This design comes from an exercise in tuning for small area on the open sky130 flow, not from production work.
RTL that was checked went through simulation tests only; none was proved equivalent to the original.
No driver is modelled on the clock port, so clocking that relies on it looks cheaper here than on a real chip.
Power and IR drop assume default switching activity.

Setup of run a:
==> module dpCluster, before the edit <==
module dpCluster (
    input  logic       clk,
    input  logic       rstN,
    input  logic       wbCyc,
    input  logic       wbStb,
    input  logic       wbWe,
    input  logic [3:0] wbAdr,
    input  logic [32-1:0]      wbDatW,
    output logic [32-1:0]      wbDatR,
    output logic       wbAck
);
    localparam int W = 32;
    localparam int L = 4;
    logic [W-1:0] opA;
    logic [W-1:0] opB;
    logic [W-1:0] res   [L];
    logic [3:0]   flg   [L];
    logic [3:0]   rdS   [L];
    logic [3:0]   enc   [L];     
    logic [L-1:0] zS;            
    logic [L-1:0] done;
    logic [L-1:0] valid;         
    logic       take;
    logic [3:0] adrR;
    logic       weR;
    assign take = !wbAck && wbCyc && wbStb;
    always_ff @(posedge clk) begin
        wbAck <= rstN && take;
        adrR  <= wbAdr;
        weR   <= wbWe;
    end
    always_ff @(posedge clk) begin
        if (take && wbWe && wbAdr == 4'd0) opA <= wbDatW;
        if (take && wbWe && wbAdr == 4'd1) opB <= wbDatW;
    end
    logic [W-1:0] ins;
    logic [1:0]   iLane;
    logic         isIssue;
    logic [3:0]   fl;
    logic         zOld;
    assign ins     = wbDatW;
    assign iLane   = {wbAdr[2], wbAdr[0]};
    assign isIssue = take && wbWe && wbAdr[3:1] != 3'b000 && wbAdr[3:1] != 3'b011 && !wbAdr[3];
    assign fl      = valid[iLane] ? flg[iLane] : 4'b0000;
    assign zOld    = !valid[iLane] || zS[iLane];
    logic [W-1:0] aluY;
    logic [3:0]   newFlags;
    logic [3:0]   newEnc;
    logic         doWrite;
    logic         zNew;
    aluCore uAlu (
        .ins      (ins),
        .opA      (opA),
        .opB      (opB),
        .fl       (fl),
        .zOld     (zOld),
        .aluY     (aluY),
        .newFlags (newFlags),
        .newEnc   (newEnc),
        .doWrite  (doWrite),
        .zNew     (zNew)
    );
    logic       clrSel;
    assign clrSel = wbAck && !weR && adrR[3:2] == 2'b11;
    for (genvar i = 0; i < L; i++) begin : gLane
        logic iss;
        assign iss      = isIssue && iLane == i;
        assign valid[i] = !enc[i][3] || enc[i][0];
        always_ff @(posedge clk) begin
            if (iss) begin
                flg[i]  <= newFlags;
                rdS[i]  <= ins[15:12];
                zS[i]   <= zNew;
            end
            if (!rstN) begin
                enc[i]  <= 4'b1000;
            end else if (iss) begin
                enc[i]  <= newEnc;
            end
            if (iss && doWrite) res[i] <= aluY;
            if (iss) begin
                done[i] <= 1'b1;
            end else if (clrSel && adrR[1:0] == i) begin
                done[i] <= 1'b0;
            end
        end
    end
    logic [1:0]  rLane;
    logic        rValid;
    logic [3:0]  rEnc;
    logic [3:0]  rRd;
    logic [15:0] rStat;
    logic        rPcs;
    assign rLane  = adrR[1:0];
    assign rValid = valid[rLane];
    assign rEnc   = enc[rLane];
    assign rRd    = rdS[rLane];
    assign rPcs   = (rRd == 4'd15 && rEnc[0]) || (!rEnc[3] && rEnc[2:1] == 2'd2);
    assign rStat  = {zS[rLane], rEnc[3], rRd, rEnc[3] ? 2'b00 : rEnc[2:1], flg[rLane],
                     rEnc[3] && rEnc[2], rPcs, rEnc[3] && rEnc[1], done[rLane]};
    always_comb begin
        wbDatR = '0;
        if (adrR[3] && rValid) begin
            if (adrR[2]) begin
                wbDatR = {{(W-16){1'b0}}, rStat};
            end else if (!zS[rLane]) begin
                wbDatR = res[rLane];
            end
        end
    end
endmodule
Settings: LEC_CHECK=0, CAP_MARGIN=0, CORE_MARGIN=2, CORE_UTILIZATION=65, GPL_TIMING_DRIVEN=0, SLEW_MARGIN=0; clock period 10.0 ns.
standard.sh (not shown) runs the stock make flow with config.mk's settings and CLKGATE_MAP_FILE= SYNTH_SCRIPT=/design/flow/synth_recipe.tcl, a recipe that flattens the netlist after the stock synthesis.
==> flow/flow/run.sh <==
#!/bin/bash
# The standard layout with four changes: ABC maps with the area script
# in area.abc, ports are buffered with buf_1, CTS builds the tree from small
# clock buffers without dummy loads, and the resizer may not use the largest
# buffers (on top of the platform's don't-use cells).
# Everything else, the synthesis passes and the register names included, is
# the standard flow's.
set -euo pipefail
HERE=$(pwd)
F=$HERE/flow

# ORFS synthesis, with abc_args pointed at our script (the -D period stays)
sed "/^read_checkpoint /a set abc_args [lreplace \$abc_args 1 1 $F/area.abc]" \
    "$FLOW_HOME/scripts/synth.tcl" > "$HERE/my_synth.tcl"
grep -q "area.abc" "$HERE/my_synth.tcl"
sed "s#\$::env(SCRIPTS_DIR)/synth.tcl#$HERE/my_synth.tcl#" synth_recipe.tcl > "$HERE/my_synth_recipe.tcl"
grep -q "my_synth.tcl" "$HERE/my_synth_recipe.tcl"

# The platform's don't-use list, plus the largest buffers
DU=$(make -s -C "$FLOW_HOME" DESIGN_CONFIG="$FLOW_CONFIG" print-DONT_USE_CELLS | sed 's/^DONT_USE_CELLS *[:=] *//')
echo "$DU" | grep -q "sky130_fd_sc_hd__probe_p_8"
DU="$DU sky130_fd_sc_hd__buf_8 sky130_fd_sc_hd__buf_12 sky130_fd_sc_hd__buf_16 sky130_fd_sc_hd__bufbuf_8 sky130_fd_sc_hd__bufbuf_16"
echo "$DU" > "$HERE/dont_use.txt"

bash standard.sh \
    "SYNTH_SCRIPT=$HERE/my_synth_recipe.tcl" \
    "DONT_USE_CELLS=$DU" \
    "BUFFER_PORTS_ARGS=-buffer_cell sky130_fd_sc_hd__buf_1" \
    "CTS_ARGS=-sink_clustering_enable -repair_clock_nets -dont_use_dummy_load -buf_list {sky130_fd_sc_hd__clkbuf_4} -sink_clustering_size 10 -sink_clustering_max_diameter 40" \
    finish > "$HERE/flow.log" 2>&1
==> flow/flow/area.abc <==
strash
&get -n
&fraig -x
&put
scorr
dc2
strash
&get -n
&dch -f
&nf -R 15
&put
The inputs of run b differ from those of run a as listed below.
diff --git a/flow/design.v b/flow/design.v
--- a/flow/design.v
+++ b/flow/design.v
@@ -179,19 +179,23 @@
         if (take && wbWe && wbAdr == 4'd0) opA <= wbDatW;
         if (take && wbWe && wbAdr == 4'd1) opB <= wbDatW;
     end
     logic [W-1:0] ins;
     logic [1:0]   iLane;
     logic         isIssue;
+    logic [1:0]   sLane;
+    logic         sValid;
     logic [3:0]   fl;
     logic         zOld;
     assign ins     = wbDatW;
     assign iLane   = {wbAdr[2], wbAdr[0]};
+    assign sLane   = wbAck ? adrR[1:0] : iLane;
+    assign sValid  = valid[sLane];
     assign isIssue = take && wbWe && wbAdr[3:1] != 3'b000 && wbAdr[3:1] != 3'b011 && !wbAdr[3];
-    assign fl      = valid[iLane] ? flg[iLane] : 4'b0000;
-    assign zOld    = !valid[iLane] || zS[iLane];
+    assign fl      = sValid ? flg[sLane] : 4'b0000;
+    assign zOld    = !sValid || zS[sLane];
     logic [W-1:0] aluY;
     logic [3:0]   newFlags;
     logic [3:0]   newEnc;
     logic         doWrite;
     logic         zNew;
     aluCore uAlu (
@@ -228,31 +232,27 @@
                 done[i] <= 1'b1;
             end else if (clrSel && adrR[1:0] == i) begin
                 done[i] <= 1'b0;
             end
         end
     end
-    logic [1:0]  rLane;
-    logic        rValid;
     logic [3:0]  rEnc;
     logic [3:0]  rRd;
     logic [15:0] rStat;
     logic        rPcs;
-    assign rLane  = adrR[1:0];
-    assign rValid = valid[rLane];
-    assign rEnc   = enc[rLane];
-    assign rRd    = rdS[rLane];
+    assign rEnc   = enc[sLane];
+    assign rRd    = rdS[sLane];
     assign rPcs   = (rRd == 4'd15 && rEnc[0]) || (!rEnc[3] && rEnc[2:1] == 2'd2);
-    assign rStat  = {zS[rLane], rEnc[3], rRd, rEnc[3] ? 2'b00 : rEnc[2:1], flg[rLane],
-                     rEnc[3] && rEnc[2], rPcs, rEnc[3] && rEnc[1], done[rLane]};
+    assign rStat  = {zS[sLane], rEnc[3], rRd, rEnc[3] ? 2'b00 : rEnc[2:1], flg[sLane],
+                     rEnc[3] && rEnc[2], rPcs, rEnc[3] && rEnc[1], done[sLane]};
     always_comb begin
         wbDatR = '0;
-        if (adrR[3] && rValid) begin
+        if (adrR[3] && sValid) begin
             if (adrR[2]) begin
                 wbDatR = {{(W-16){1'b0}}, rStat};
-            end else if (!zS[rLane]) begin
-                wbDatR = res[rLane];
+            end else if (!zS[sLane]) begin
+                wbDatR = res[sLane];
             end
         end
     end
 endmodule
 `default_nettype wire
## What came out
- Run b finished all stages; the layout is clean.
- Relative to run a, the post-synth net total measured on run b has decreased slightly.
- Per the comparison of run b with run a, sequential share of cell area increased 0.69 points; multi-input logic cell count essentially unchanged.
- Looking at fmax across both flows, run b is the stronger of the two, with run a trailing.
- Of run b and run a, it is run b that has the lower number of cells on the critical path.
- The clock network power on run a is in line with that on run b.
- Where final total power is concerned, run a is better than run b.
- Per the comparison of run b with run a, fraction of power consumed by the clock network has decreased; flip-flop and latch count essentially unchanged.
Only the layout flow was run in run a; the RTL was not checked for function there.


before:
The RTL this note starts from:
==> flow/design.v <==
`default_nettype none
module aluCore (
    input  logic [32-1:0] ins,
    input  logic [32-1:0] opA,
    input  logic [32-1:0] opB,
    input  logic [3:0]             fl,
    input  logic                   cIn,          
    input  logic                   zOld,
    output logic [32-1:0] aluY,
    output logic [3:0]             newFlags,
    output logic [3:0]             newEnc,
    output logic                   doWrite,
    output logic                   zNew
);
    localparam int W = 32;
    logic n, z, c, v;
    assign {n, z, c, v} = fl;
    logic [3:0] cond;
    logic       condPass;
    logic [1:0] cls;
    logic [3:0] opc;
    logic       mul;
    logic       dp;
    logic       regW;
    logic       exec;
    logic       noWrite;
    logic       logicOp;
    assign cond = ins[31:28];
    assign cls  = ins[27:26];
    assign opc  = ins[24:21];
    always_comb begin
        case (cond)
            4'h0:    condPass = z;
            4'h1:    condPass = !z;
            4'h2:    condPass = c;
            4'h3:    condPass = !c;
            4'h4:    condPass = n;
            4'h5:    condPass = !n;
            4'h6:    condPass = v;
            4'h7:    condPass = !v;
            4'h8:    condPass = c && !z;
            4'h9:    condPass = !c || z;
            4'hA:    condPass = n == v;
            4'hB:    condPass = n != v;
            4'hC:    condPass = !z && (n == v);
            4'hD:    condPass = z || (n != v);
            default: condPass = 1'b1;
        endcase
    end
    assign mul     = !ins[25] && ins[7:4] == 4'b1001 && opc == 4'b0000;
    assign dp      = cls == 2'd0 && !mul;
    assign regW    = cls == 2'd0 ? !mul :
                     cls == 2'd1 ? ins[20] && !(ins[25:20] == 6'b111111 && ins[7:4] == 4'b1111) :
                     1'b0;
    assign exec    = dp && condPass;
    assign noWrite = opc[3:2] == 2'b10;
    assign doWrite = exec && !noWrite;
    assign logicOp = ((opc) == 4'd0 || (opc) == 4'd1 || (opc) == 4'd8 || 
                         (opc) == 4'd9 || (opc) == 4'd12 || (opc) == 4'd13 || 
                         (opc) == 4'd14 || (opc) == 4'd15);
    logic [15:0]  rotDec;
    logic [W-1:0] immVal;
    logic [W-1:0] op2;
    logic [13:0] rotA;
    logic [W-1:0] rotB;
    always_comb begin
        for (int k = 0; k < 14; k++) begin
            rotA[k] = 1'b0;
            for (int s2 = 0; s2 < 4; s2++) begin
                if ((((k + 26) % 32 + 2*s2) % 32) < 8)
                    rotA[k] = rotA[k] | (ins[9:8] == s2 && ins[(((k + 26) % 32) + 2*s2) % 32]);
            end
        end
        for (int j = 0; j < W; j++) begin
            immVal[j] = 1'b0;
            for (int q = 0; q < 4; q++) begin
                if (((((j + 8*q) % 32) + 6) % 32) < 14)
                    immVal[j] = immVal[j] | (ins[11:10] == q && rotA[(((j + 8*q) % 32) + 6) % 32]);
            end
        end
    end
    assign op2 = ins[25] ? immVal : opB;
    logic invB;
    logic revS;
    logic cin;
    always_comb begin
        invB = 1'b0;
        revS = 1'b0;
        cin  = 1'b0;
        case (opc)
            4'd2, 4'd10: begin invB = 1'b1; cin = 1'b1; end
            4'd3:           begin invB = 1'b1; revS = 1'b1; end
            4'd5:           cin = cIn;
            4'd6:           begin invB = 1'b1; cin = cIn; end
            4'd7:           begin invB = 1'b1; revS = 1'b1; cin = !cIn; end
            4'd14, 4'd15: invB = 1'b1;
            default:            ;
        endcase
    end
    logic [3:0] lut;
    always_comb begin
        case (opc)
            4'd0, 4'd8, 4'd14: lut = 4'b1000;
            4'd1, 4'd9:          lut = 4'b0110;
            4'd12:                    lut = 4'b1110;
            4'd13, 4'd15:          lut = 4'b1010;
            default:                     lut = revS ? 4'b1001 : 4'b0110;
        endcase
    end
    localparam int H = W / 2;
    logic [W-1:0] y2;
    logic [H:0]   cLo;
    logic [H:0]   cHi0;
    logic [H:0]   cHi1;
    logic [W-1:0] cy;
    logic         cTop;
    assign y2 = op2 ^ {W{invB}};
    assign cLo[0]  = cin;
    assign cHi0[0] = 1'b0;
    assign cHi1[0] = 1'b1;
    for (genvar i = 0; i < H; i++) begin : gCarry
        assign cLo[i+1]  = (opA[i] & y2[i]) | (cLo[i] & (opA[i] | y2[i]));
        assign cHi0[i+1] = (opA[H+i] & y2[H+i]) | (cHi0[i] & (opA[H+i] | y2[H+i]));
        assign cHi1[i+1] = (opA[H+i] & y2[H+i]) | (cHi1[i] & (opA[H+i] | y2[H+i]));
        assign cy[i]     = cLo[i];
        assign cy[H+i]   = cLo[H] ? cHi1[i] : cHi0[i];
    end
    assign cTop = cLo[H] ? cHi1[H] : cHi0[H];
    for (genvar i = 0; i < W; i++) begin : gBit
        assign aluY[i] = lut[{opA[i], y2[i] ^ (!logicOp && cy[i])}];
    end
    logic cOut;
    logic ovf;
    assign cOut = cTop ^ revS;
    assign ovf  = cTop ^ cy[W-1];
    logic [3:0] aluFlags;
    logic [3:0] mask;
    logic       aluZ;
    assign aluZ     = aluY == '0;
    assign aluFlags = {aluY[W-1], aluZ, logicOp ? c : cOut, ovf};
    assign mask     = (exec && ins[20]) ? (logicOp ? 4'b1110 : 4'b1111) : 4'b0000;
    assign newFlags = (fl & ~mask) | (aluFlags & mask);
    assign newEnc = {exec, exec ? {ins[20], !noWrite} : cls, regW};
    assign zNew   = doWrite ? aluZ : zOld;
endmodule
`default_nettype wire
`default_nettype none
module dpCluster (
    input  logic       clk,
    input  logic       rstN,
    input  logic       wbCyc,
    input  logic       wbStb,
    input  logic       wbWe,
    input  logic [3:0] wbAdr,
    input  logic [32-1:0]      wbDatW,
    output logic [32-1:0]      wbDatR,
    output logic       wbAck
);
    localparam int W = 32;
    localparam int L = 4;
    logic [W-1:0] opA;
    logic [W-1:0] opB;
    logic [W-1:0] res   [L];
    logic [3:0]   flg   [L];
    logic [3:0]   rdS   [L];
    logic [3:0]   enc   [L];     
    logic [L-1:0] zS;            
    logic [L-1:0] done;
    logic [L-1:0] valid;         
    logic       take;
    logic [3:0] adrR;
    logic       weR;
    assign take = !wbAck && wbCyc && wbStb;
    always_ff @(posedge clk) begin
        wbAck <= rstN && take;
        adrR  <= wbAdr;
        weR   <= wbWe;
    end
    always_ff @(posedge clk) begin
        if (take && wbWe && wbAdr == 4'd0) opA <= wbDatW;
        if (take && wbWe && wbAdr == 4'd1) opB <= wbDatW;
    end
    logic [W-1:0] ins;
    logic [1:0]   iLane;
    logic         isIssue;
    logic [1:0]   sLane;
    logic         sValid;
    logic [3:0]   fl;
    logic         zOld;
    assign ins     = wbDatW;
    assign iLane   = {wbAdr[2], wbAdr[0]};
    assign sLane   = wbAck ? adrR[1:0] : iLane;
    assign sValid  = valid[sLane];
    assign isIssue = take && wbWe && wbAdr[3:1] != 3'b000 && wbAdr[3:1] != 3'b011 && !wbAdr[3];
    assign fl      = sValid ? flg[sLane] : 4'b0000;
    assign zOld    = !sValid || zS[sLane];
    logic [W-1:0] aluY;
    logic [3:0]   newFlags;
    logic [3:0]   newEnc;
    logic         doWrite;
    logic         zNew;
    aluCore uAlu (
        .ins      (ins),
        .opA      (opA),
        .opB      (opB),
        .fl       (fl),
        .cIn      (valid[iLane] && flg[iLane][1]),
        .zOld     (zOld),
        .aluY     (aluY),
        .newFlags (newFlags),
        .newEnc   (newEnc),
        .doWrite  (doWrite),
        .zNew     (zNew)
    );
    logic       clrSel;
    assign clrSel = wbAck && !weR && adrR[3:2] == 2'b11;
    for (genvar i = 0; i < L; i++) begin : gLane
        logic iss;
        assign iss      = isIssue && iLane == i;
        assign valid[i] = !enc[i][3] || enc[i][0];
        always_ff @(posedge clk) begin
            if (iss) begin
                flg[i]  <= newFlags;
                rdS[i]  <= ins[15:12];
                zS[i]   <= zNew;
            end
            if (!rstN) begin
                enc[i]  <= 4'b1000;
            end else if (iss) begin
                enc[i]  <= newEnc;
            end
            if (iss && doWrite) res[i] <= aluY;
            if (iss) begin
                done[i] <= 1'b1;
            end else if (clrSel && adrR[1:0] == i) begin
                done[i] <= 1'b0;
            end
        end
    end
    logic [3:0]  rEnc;
    logic [3:0]  rRd;
    logic [15:0] rStat;
    logic        rPcs;
    assign rEnc   = enc[sLane];
    assign rRd    = rdS[sLane];
    assign rPcs   = (rRd == 4'd15 && rEnc[0]) || (!rEnc[3] && rEnc[2:1] == 2'd2);
    assign rStat  = {zS[sLane], rEnc[3], rRd, rEnc[3] ? 2'b00 : rEnc[2:1], flg[sLane],
                     rEnc[3] && rEnc[2], rPcs, rEnc[3] && rEnc[1], done[sLane]};
    always_comb begin
        wbDatR = '0;
        if (adrR[3] && sValid) begin
            if (adrR[2]) begin
                wbDatR = {{(W-16){1'b0}}, rStat};
            end else if (!zS[sLane]) begin
                wbDatR = res[sLane];
            end
        end
    end
endmodule
`default_nettype wire
==> flow/config.mk <==
export PLATFORM = sky130hd
export DESIGN_NAME = dpCluster
export DESIGN_NICKNAME = dpCluster
export VERILOG_FILES = /design/flow/design.v
export SDC_FILE = /design/flow/constraint.sdc
export NUM_CORES = 4
export LEC_CHECK = 0
export CAP_MARGIN = 0
export CORE_MARGIN = 2
export CORE_UTILIZATION = 65
export GPL_TIMING_DRIVEN = 0
export SLEW_MARGIN = 0
==> flow/constraint.sdc <==
create_clock -name core_clock -period 10.0 [get_ports {clk}]
set_input_delay 2.0000 -clock core_clock [delete_from_list [all_inputs] [get_ports {clk}]]
set_output_delay 2.0000 -clock core_clock [all_outputs]
set_load 0.01 [all_outputs]
==> flow/flow/run.sh <==
#!/bin/bash
# The standard layout with these changes:
#  - ABC maps with the script in area.abc; the synthesis passes, and so the
#    register names and cell types, are the standard synthesis's;
#  - the floorplan removes ABC's buffers instead of sizing cells for timing
#    on ideal wires;
#  - ports are buffered with buf_1;
#  - CTS builds the tree from clkbuf_4 in small clusters, without dummy loads;
#  - the resizer may not use the largest buffers (on top of the platform's
#    don't-use cells);
#  - after CTS, post_cts.tcl downsizes cells that have slack, then repairs
#    slew, capacitance and setup again.
# Make's output goes to flow.log; each ORFS step logs to orfs/logs/.
set -euo pipefail
HERE=$(pwd)
F=$HERE/flow

# ORFS synthesis, with abc_args pointed at our script (the -D period stays)
sed "/^read_checkpoint /a set abc_args [lreplace \$abc_args 1 1 $F/area.abc]" \
    "$FLOW_HOME/scripts/synth.tcl" > "$HERE/my_synth.tcl"
grep -q "area.abc" "$HERE/my_synth.tcl"
sed "s#\$::env(SCRIPTS_DIR)/synth.tcl#$HERE/my_synth.tcl#" synth_recipe.tcl > "$HERE/my_synth_recipe.tcl"
grep -q "my_synth.tcl" "$HERE/my_synth_recipe.tcl"

# The platform's don't-use list, plus the largest buffers
DU=$(make -s -C "$FLOW_HOME" DESIGN_CONFIG="$FLOW_CONFIG" print-DONT_USE_CELLS | sed 's/^DONT_USE_CELLS *[:=] *//')
echo "$DU" | grep -q "sky130_fd_sc_hd__probe_p_8"
DU="$DU sky130_fd_sc_hd__buf_8 sky130_fd_sc_hd__buf_12 sky130_fd_sc_hd__buf_16 sky130_fd_sc_hd__bufbuf_8 sky130_fd_sc_hd__bufbuf_16"
echo "$DU" > "$HERE/dont_use.txt"

bash standard.sh \
    "SYNTH_SCRIPT=$HERE/my_synth_recipe.tcl" \
    "DONT_USE_CELLS=$DU" \
    "REMOVE_ABC_BUFFERS=1" \
    "POST_CTS_TCL=$F/post_cts.tcl" \
    "BUFFER_PORTS_ARGS=-buffer_cell sky130_fd_sc_hd__buf_1" \
    "CTS_ARGS=-sink_clustering_enable -repair_clock_nets -dont_use_dummy_load -buf_list {sky130_fd_sc_hd__clkbuf_4} -sink_clustering_size 10 -sink_clustering_max_diameter 40" \
    finish > "$HERE/flow.log" 2>&1
==> flow/flow/post_cts.tcl <==
# After CTS: downsize cells that have slack, then repair slew, capacitance and
# setup again, and legalize.
estimate_parasitics -placement
repair_timing -recover_power 100 -verbose
repair_design -slew_margin 0 -cap_margin 0 -verbose
repair_timing -setup -verbose
detailed_placement
check_placement -verbose
Scripts as last shown in full above: flow/flow/area.abc
Input-level comparison between after and before:
--- a/flow/design.v
+++ b/flow/design.v
@@ -4,7 +4,6 @@
     input  logic [32-1:0] opA,
     input  logic [32-1:0] opB,
     input  logic [3:0]             fl,
-    input  logic                   cIn,          
     input  logic                   zOld,
     output logic [32-1:0] aluY,
     output logic [3:0]             newFlags,
@@ -90,9 +89,9 @@
         case (opc)
             4'd2, 4'd10: begin invB = 1'b1; cin = 1'b1; end
             4'd3:           begin invB = 1'b1; revS = 1'b1; end
-            4'd5:           cin = cIn;
-            4'd6:           begin invB = 1'b1; cin = cIn; end
-            4'd7:           begin invB = 1'b1; revS = 1'b1; cin = !cIn; end
+            4'd5:           cin = c;
+            4'd6:           begin invB = 1'b1; cin = c; end
+            4'd7:           begin invB = 1'b1; revS = 1'b1; cin = !c; end
             4'd14, 4'd15: invB = 1'b1;
             default:            ;
         endcase
@@ -204,7 +203,6 @@
         .opA      (opA),
         .opB      (opB),
         .fl       (fl),
-        .cIn      (valid[iLane] && flg[iLane][1]),
         .zOld     (zOld),
         .aluY     (aluY),
         .newFlags (newFlags),
Findings:
Of the two candidates, before has the worse shortest clock period the worst path allows after layout and after the better one. Compared with before, placement density in the core of after is lower. In the flow results for after and before, the number of vias after detailed routing is larger on after. Changes observed in after relative to before: global-route wire length before repair has increased, synthesized cell count went down, area growth from synthesis to final layout has remained practically unchanged, hold slack climbed 0.0039 ns, average vias per placed instance shows an increase of 1.3%.
The RTL of before was laid out without a check of its function.

afterwards: timing with drivers on the ports:
In the flow no input, the clock included, has a driving cell. The finished layouts below were timed again as built, in two steps. Step 1, drivers: a clkbuf_16 drives clk and a buf_2 each remaining input, both assumed. Step 2 adds t to the input delays and takes it off the output delays; t is the mean of the earliest and latest rising clock arrival at the registers after step 1. Input paths then give back, and output paths get back, about the clock's delay inside the block. Slacks: ideal ports / drivers / drivers and shift; pairs: ideal ports / drivers.
| run | shift t [ns] | setup slack, ns | pins driven straight from the clock port |
|---|---|---|---|
| run a | 0.639 | 0.262 / 0.271 / -0.369 | 1 |
| run b | 0.646 | 0.334 / 0.351 / -0.296 | 1 |
| before | 0.641 | 0.339 / 0.350 / -0.291 | 1 |
| after | 0.656 | 0.415 / 0.436 / -0.220 | 1 |
With both steps, setup timing fails in every run listed, where it was met with ideal ports. The setup slack of after, which loses most, moves by +0.021 ns with the drivers and by -0.635 ns with both steps.
